This is an optimization exercise on Yosys and OpenROAD, whose aim is small area, a short achievable clock period and few clock cycles, not a production implementation.
RTL that was checked went through simulation tests only; none was proved equivalent to the original.
Power figures rest on the tool's default switching activity, not on a simulated workload.

## wildcard_name_matcher
module wildcard_name_matcher (
    input  logic       i_clk,
    input  logic       i_rst_n,
    input  logic       i_valid,
    output logic       o_ready,
    input  logic       i_cmd,
    input  logic [7:0] i_ch,
    input  logic       i_last,
    output logic       o_valid,
    input  logic       i_ready,
    output logic       o_matched,
    output logic       o_pattern_overflow
);
Size in the first run: ~310 flip-flops, roughly 18 I/O pins.
make LEC_CHECK=0 CAP_MARGIN=20 CORE_MARGIN=2 CORE_UTILIZATION=40 SETUP_SLACK_MARGIN=2.5 SLEW_MARGIN=20 finish   # period 5.0 ns
run.sh (not shown) runs the stock make flow with config.mk's settings and CLKGATE_MAP_FILE= SYNTH_SCRIPT=/design/flow/synth_recipe.tcl, a recipe that flattens the netlist after the stock synthesis.
The baseline completed without violations.
Testbench counts at the start, summed over its fixed seeds: cycles 32,674.
Rerun with:
SETUP_SLACK_MARGIN = unset   (was 2.5)
=>
- via count goes down by about 1.2%
- clock power fell by about 4%
- sequential cell count is unchanged
- sequential power is about the same
- synthesized area does not change
Rerun with:
SETUP_SLACK_MARGIN = 2.9   (was unset)
After rerunning: Via count goes up by 7.2%. Fmax is higher by 42%. Wire length climbs by 14%. Final area climbs by 8.7%. Area after synthesis stays the same. Die area is unchanged. Combinational power climbs by 36%. Worst setup slack gains 0.87 ns. Hold slack hardly moves.

---

wildcard_name_matcher, a different RTL version from the one above (not shown whole).
Size: ~1100 cells after synthesis, about 320 flip-flops.
clock: 5.0 ns
lec_check: 0
cap_margin: 20
core_margin: 2
core_utilization: 65
cts_cluster_diameter: 100
cts_cluster_size: 25
place_density: 0.75
setup_slack_margin: 2.95
slew_margin: 20
The baseline went through all stages and came out clean.
Testbench counts at the start, summed over its fixed seeds: cycles 32,708.
Rerun with:
- CORE_UTILIZATION: 65 -> 40
- CTS_CLUSTER_DIAMETER: 100 -> 150
- CTS_CLUSTER_SIZE: 25 -> 30
- PLACE_DENSITY: 0.75 -> default
What happened: The new run completed without violations; total power shrinks slightly; via count is lower by a few percent; synthesized area does not change; die area came out higher by well over a third; hold slack gets worse by 0.0034 ns; combinational power went down by a few percent; wire length rises by a few percent; global-route usage goes down by 8.2 points; register-to-register slack is better by 0.09 ns.
Rerun with:
- CTS_CLUSTER_DIAMETER: 150 -> 100
- CTS_CLUSTER_SIZE: 30 -> 20
- SETUP_SLACK_MARGIN: 2.95 -> 2.9
- The new run went through all stages and came out clean
- design area barely changes
- total power goes up by about 5.5%
- die area stays the same
- synthesized area stays the same
- setup slack is worse by 0.053 ns
- clock power rises by 19%
Rerun with:
- CTS_CLUSTER_SIZE: 20 -> 25
- SETUP_SLACK_MARGIN: 2.9 -> 2.95
Effect: Routed wire length grows by 1.1%; count of clock-buffer cells in the layout shrinks by 6; core utilization grows by 0.26 points; design area grows by 0.58%; total power shrinks by about 3%; die area stays the same.
Rerun with:
==> flow/flow/run.sh (new file) <==
#!/bin/bash
# Standard ORFS layout (the standard.sh), with cell resizing during repair
# allowed to change a cell's footprint (the platform default restricts it).
set -euo pipefail
bash standard.sh synth > synth.log 2>&1
bash standard.sh MATCH_CELL_FOOTPRINT=0 finish > layout.log 2>&1
==> flow/standard.sh (new file) <==
#!/bin/bash
# synth_recipe.tcl (not shown) runs the flow's synth.tcl, then flattens the netlist and writes it again
# the make line also repeats each setting of config.mk as NAME=value (left out here)
make -C /OpenROAD-flow-scripts/flow DESIGN_CONFIG=/design/flow/config.mk WORK_HOME=/design/flow/orfs CLKGATE_MAP_FILE= SYNTH_SCRIPT=/design/flow/synth_recipe.tcl "${@:-finish}"
- SETUP_SLACK_MARGIN: 2.95 -> 2.9
removed: flow/run.sh
Non-clock buffer count went up by 19.
Worst hold slack gets worse by 0.0083 ns.
Synthesized area does not change.
Cell area climbs slightly.
Power hardly moves.
Rerun with:
==> flow/run.sh (new file) <==
#!/bin/bash
# synth_recipe.tcl (not shown) runs the flow's synth.tcl, then flattens the netlist and writes it again
# the make line also repeats each setting of config.mk as NAME=value (left out here)
make -C /OpenROAD-flow-scripts/flow DESIGN_CONFIG=/design/flow/config.mk WORK_HOME=/design/flow/orfs CLKGATE_MAP_FILE= SYNTH_SCRIPT=/design/flow/synth_recipe.tcl finish
- SETUP_SLACK_MARGIN: 2.9 -> 3.0
removed: flow/flow/run.sh
removed: flow/standard.sh
Effect: The new run ran to the end with no violations; die area stays the same; setup slack gains 0.064 ns; power increases by about 0.6%; final cell count decreases by about 0.55%; final area barely changes; combinational power decreases by about 1%; non-clock buffer count decreases by 10; first-iteration DRC count increases by about 15%.

---

Another version of the RTL of wildcard_name_matcher (not shown whole).
Size: roughly 1200 cells after synthesis, about 320 flip-flops, roughly 18 I/O pins.
## wildcard_name_matcher
module wildcard_name_matcher (
    input  logic       i_clk,
    input  logic       i_rst_n,
    input  logic       i_valid,
    output logic       o_ready,
    input  logic       i_cmd,
    input  logic [7:0] i_ch,
    input  logic       i_last,
    output logic       o_valid,
    input  logic       i_ready,
    output logic       o_matched,
    output logic       o_pattern_overflow
);
==> flow/config.mk <==
export PLATFORM = sky130hd
export DESIGN_NAME = wildcard_name_matcher
export DESIGN_NICKNAME = wildcard_name_matcher
export VERILOG_FILES = /design/flow/design.v
export SDC_FILE = /design/flow/constraint.sdc
export NUM_CORES = 4
export LEC_CHECK = 0
export CAP_MARGIN = 20
export CORE_MARGIN = 2
export CORE_UTILIZATION = 40
export SETUP_SLACK_MARGIN = 2.6
export SLEW_MARGIN = 20
==> flow/constraint.sdc <==
create_clock -name core_clock -period 5.0 [get_ports {i_clk}]
set_input_delay 1.0000 -clock core_clock [delete_from_list [all_inputs] [get_ports {i_clk}]]
set_output_delay 1.0000 -clock core_clock [all_outputs]
set_load 0.01 [all_outputs]
Stock flow here: none of the scripts above is used.
The baseline completed with no timing, DRC or antenna violations.
==> next run, changes <==
- CTS_CLUSTER_DIAMETER: default -> 100
- CTS_CLUSTER_SIZE: default -> 25
- SETUP_SLACK_MARGIN: 2.6 -> 2.9
Outcome: The changed run finished clean; clock skew barely changes; wire length drops by 0.95%; power went down by 19%.
==> next run, changes <==
- CTS_BUF_LIST: default -> sky130_fd_sc_hd__clkbuf_8
- CTS_CLUSTER_DIAMETER: 100 -> 60
- CTS_CLUSTER_SIZE: 25 -> 18
Result: Clock skew is about the same; sequential power stays flat; design area rose by about 0.47%; die area does not change; register-to-register slack gains 20 ps; routed wire length barely changes; total power increases by 2.6%; utilization grows by 0.21 points; worst setup slack degrades by 59 ps; synthesized area stays the same.
==> next run, changes <==
- CTS_BUF_LIST: sky130_fd_sc_hd__clkbuf_8 -> default
- CTS_CLUSTER_DIAMETER: 60 -> default
- CTS_CLUSTER_SIZE: 18 -> default
Wire length is higher by 1.4%.
Final area is higher by 3.5%.
Sequential share of layout area is lower by 1.9 points.
Power is higher by 21%.
Count of clock-buffer cells in the layout is higher by 19.
No run of this note included a check of the RTL's function; only the layout flow was run.

[what the ideal ports hide]
How much do the figures lean on ideal ports? The routed layouts below were timed once more, with nothing changed but the port constraints. Step 1 assumes that a clkbuf_16 drives the clock port and a buf_2 every other input. Step 2 adds t to the input delays and takes it off the output delays; t is the mean of the earliest and latest rising clock arrival at the registers after step 1. Input paths then give back, and output paths get back, about the clock's delay inside the block. Three values: ideal, step 1, step 2; two values: the first two.
| run | t, ns | slack for setup (ns) | worst setup path at the end | latest minus earliest clock arrival (ns) | slew at the worst register clock pin (ns) |
|---|---|---|---|---|---|
| the first run of note 1 | 0.573 | 2.524 / 2.517 / 1.976 | input to register | 0.017 / 0.017 | 0.06 / 0.06 |
| the second run of note 1 | 0.566 | 2.025 / 2.053 / 1.487 | input to register | 0.016 / 0.016 | 0.06 / 0.06 |
| the third run of note 1 | 0.576 | 2.899 / 2.843 / 2.340 | input to register | 0.014 / 0.014 | 0.06 / 0.06 |
| the first run of note 2 | 0.551 | 2.900 / 2.900 / 2.681 | input to register | 0.012 / 0.012 | 0.10 / 0.10 |
| the second run of note 2 | 0.555 | 2.940 / 2.889 / 2.583 | input to register | 0.018 / 0.019 | 0.12 / 0.12 |
| the third run of note 2 | 0.574 | 2.887 / 2.870 / 2.426 | input to register | 0.026 / 0.025 | 0.09 / 0.09 |
| the fourth run of note 2 | 0.564 | 2.929 / 2.876 / 2.550 | input to register | 0.024 / 0.023 | 0.11 / 0.11 |
| the fifth run of note 2 | 0.565 | 2.868 / 2.860 / 2.638 | input to register | 0.029 / 0.029 | 0.10 / 0.10 |
| the sixth run of note 2 | 0.564 | 2.932 / 2.878 / 2.579 | input to register | 0.023 / 0.024 | 0.11 / 0.11 |
| the first run of note 3 | 0.573 | 2.640 / 2.589 / 2.531 | input to register | 0.014 / 0.015 | 0.06 / 0.06 |
| the second run of note 3 | 0.567 | 2.936 / 2.885 / 2.539 | input to register | 0.020 / 0.020 | 0.11 / 0.11 |
| the third run of note 3 | 0.651 | 2.878 / 2.828 / 2.560 | input to register | 0.020 / 0.020 | 0.12 / 0.12 |
| the fourth run of note 3 | 0.573 | 2.941 / 2.890 / 2.535 | input to register | 0.016 / 0.015 | 0.06 / 0.06 |
After both steps every run listed still meets setup and hold. For the third run of note 1, which loses most, drivers alone change the setup slack by -0.056 ns; drivers and shift together by -0.559 ns.
